Source: an optimization exercise on an open RTL-to-GDS flow (aim: small area, a short achievable clock period and few clock cycles). Production flows keep margins and buffers that such runs may drop.
At most, simulation tests tie the RTL to the original design; equivalence was not proved.
No activity file was given, so power comes from the tool's default toggle rates.

== run A ==
==> flow/design.v (excerpt) <==
module indel_edit_distance_traceback #(
  parameter int MAX_LEN = edt_pkg::MAX_LEN_DEF
) (
  input  logic         clk,
  input  logic         rst,
  input  logic         cfg_we,
  input  logic         cfg_index,
  input  logic [4:0]   cfg_data,
  input  logic         load_valid,
  output logic         load_ready,
  input  logic [3:0]   load_position,
  input  logic [7:0]   load_base_symbol,
  input  logic [7:0]   load_target_symbol,
  input  logic         load_last_load,
  output logic         result_valid,
  input  logic         result_ready,
  output logic [1:0]   result_op_kind,
  output logic [7:0]   result_op_symbol,
  output logic signed [4:0] result_base_index,
  output logic [5:0]   result_distance,
  output logic         result_last_op
);
For scale: ~2900 cells after synthesis, about 1100 flip-flops, roughly 56 I/O pins, roughly 0.046 mm^2 of cells after synthesis.
make LEC_CHECK=0 CAP_MARGIN=20 CORE_MARGIN=2 CORE_UTILIZATION=40 SETUP_SLACK_MARGIN=3.3 SLEW_MARGIN=20 finish   # period 7.0 ns
run.sh (not shown) runs the stock make flow with config.mk's settings and CLKGATE_MAP_FILE= SYNTH_SCRIPT=/design/flow/synth_recipe.tcl, a recipe that flattens the netlist after the stock synthesis.
For run B, these inputs were changed with respect to run A:
- SETUP_SLACK_MARGIN removed (was 3.3)
Findings:
Against run A, run B reports a violation count after the first detailed-routing iteration that is higher.
Higher area overhead of the layout relative to synthesis among run B and run A: run A
Compared to run A, run B has via count about 0.44% lower.
Delta(layout cell share with drive strength beyond 1, run B - run A) < 0
From run A to run B the numbers moved as follows: power share of the sequential group picked up an extra 0.7 points, count of TritonRoute iterations in the first routing pass picked up an extra 2, fmax lost 0.071 GHz.
Diff run A -> run B | met3 wire length | decrease of 2.8%
Summary of run B over run A: routed metal-1 wire length picked up an extra 3.5%; power share of the combinational group lost 0.6 points.
Reported for run B and run A, area enclosed by the die boundary turned out identical to the last digit.
No run of this note included a check of the RTL's function; only the layout flow was run.


indel_edit_distance_traceback again, from the RTL that the note above started with.
clock: 7.0 ns
lec_check: 0
cap_margin: 20
core_margin: 2
core_utilization: 40
setup_slack_margin: 4.3
slew_margin: 20
The starting point completed without violations.
Rerun with:
--- a/flow/config.mk
+++ b/flow/config.mk
@@ -10,3 +10,3 @@
 export CORE_UTILIZATION = 40
-export SETUP_SLACK_MARGIN = 4.3
+export SETUP_SLACK_MARGIN = 3.8
 export SLEW_MARGIN = 20
The new run completed without violations.
Routed wire length fell by 11%.
Synthesized area does not change.
Cell area fell by about 10%.
First-iteration DRC count came out higher by about 3%.
Synthesized cell count stays the same.
Clock-buffer cell count went down by 4.
Worst hold slack hardly moves.
Register-to-register slack got worse by 20 ps.
Power fell by 5.1%.
Clock power is lower by about 0.9%.
Clock skew went up by 7.9 ps.
Function was not checked in any run of this note: the RTL went through the layout flow alone.


Setup of amber:
indel_edit_distance_traceback, a different RTL version from the one above (not shown whole).
For scale: roughly 3,100 cells after synthesis, about 1,200 flip-flops, ~56 I/O pins, roughly 0.046 sq mm of cells after synthesis.
## indel_edit_distance_traceback
module indel_edit_distance_traceback #(
  parameter int MAX_LEN = edt_pkg::MAX_LEN_DEF
) (
  input  logic         clk,
  input  logic         rst,
  input  logic         cfg_we,
  input  logic         cfg_index,
  input  logic [4:0]   cfg_data,
  input  logic         load_valid,
  output logic         load_ready,
  input  logic [3:0]   load_position,
  input  logic [7:0]   load_base_symbol,
  input  logic [7:0]   load_target_symbol,
  input  logic         load_last_load,
  output logic         result_valid,
  input  logic         result_ready,
  output logic [1:0]   result_op_kind,
  output logic [7:0]   result_op_symbol,
  output logic signed [4:0] result_base_index,
  output logic [5:0]   result_distance,
  output logic         result_last_op
);
export LEC_CHECK = 0
export CAP_MARGIN = 20
export CORE_MARGIN = 2
export CORE_UTILIZATION = 40
export SETUP_SLACK_MARGIN = 4.8
export SLEW_MARGIN = 20
create_clock -name core_clock -period 7.0 [get_ports {clk}]
amber completed end to end with timing, DRC and antenna clean.
Testbench counts of amber, summed over its fixed seeds: cycles 24,124.
Input-level comparison between fjord and amber:
--- a/flow/config.mk
+++ b/flow/config.mk
@@ -10,3 +10,3 @@
 export CORE_UTILIZATION = 40
-export SETUP_SLACK_MARGIN = 4.8
+export SETUP_SLACK_MARGIN = 4.4
 export SLEW_MARGIN = 20
==> notes.md <==
- Of fjord and amber, it is fjord that has the higher slew at the pin closest to its max-slew limit.
- Side by side, post-layout net count turned out lower in fjord than in amber.
- Max sequential cell power across fjord and amber: amber
- Power in fjord is about 10% lower than in amber
- fjord vs. amber: highest ir drop seen on vdd decreased by 0.075 mV relative to the old numbers, number of diodes decreased by 3 relative to the old numbers, worst setup slack now larger, design area saw a decrease, number of buffer and inverter instances along the worst setup path rose by 2.

## static timing again, ports no longer ideal
In the flow no input, the clock included, has a driving cell. The finished layouts below were timed again as built, in two steps. Step 1: set_driving_cell puts a clkbuf_16 on clk and a buf_2 on each other input, an assumption about the parent block. Step 2 times the ports against the registers' clock, not the clock port: input delays grow and output delays shrink by t, the midpoint of the rising clock arrivals with the driver on. Slacks: no drivers / after step 1 / after step 2; pairs: no drivers / after step 1.
| run | shift t [ns] | setup slack, ns | hold WS [ns] | worst setup path after step 2 | pins driven straight from the clock port |
|---|---|---|---|---|---|
| run A | 0.766 | 3.359 / 3.401 / 2.639 | 0.416 / 0.416 / 0.416 | input to register | 1 |
| run B | 0.756 | 2.087 / 2.087 / 1.898 | 0.437 / 0.437 / 0.437 | input to register | 1 |
| the first run of note 2 | 0.774 | 3.617 / 3.617 / 3.088 | 0.428 / 0.428 / 0.428 | input to register | 1 |
| the second run of note 2 | 0.783 | 3.594 / 3.594 / 3.068 | 0.426 / 0.426 / 0.426 | input to register | 1 |
| amber | 0.782 | 4.054 / 4.044 / 3.282 | 0.394 / 0.394 / 0.394 | input to register | 1 |
| fjord | 0.774 | 4.103 / 4.058 / 3.333 | 0.397 / 0.397 / 0.397 | input to register | 1 |
After both steps every run listed still meets setup and hold. For amber, which loses most, drivers alone change the setup slack by -0.010 ns; drivers and shift together by -0.772 ns.
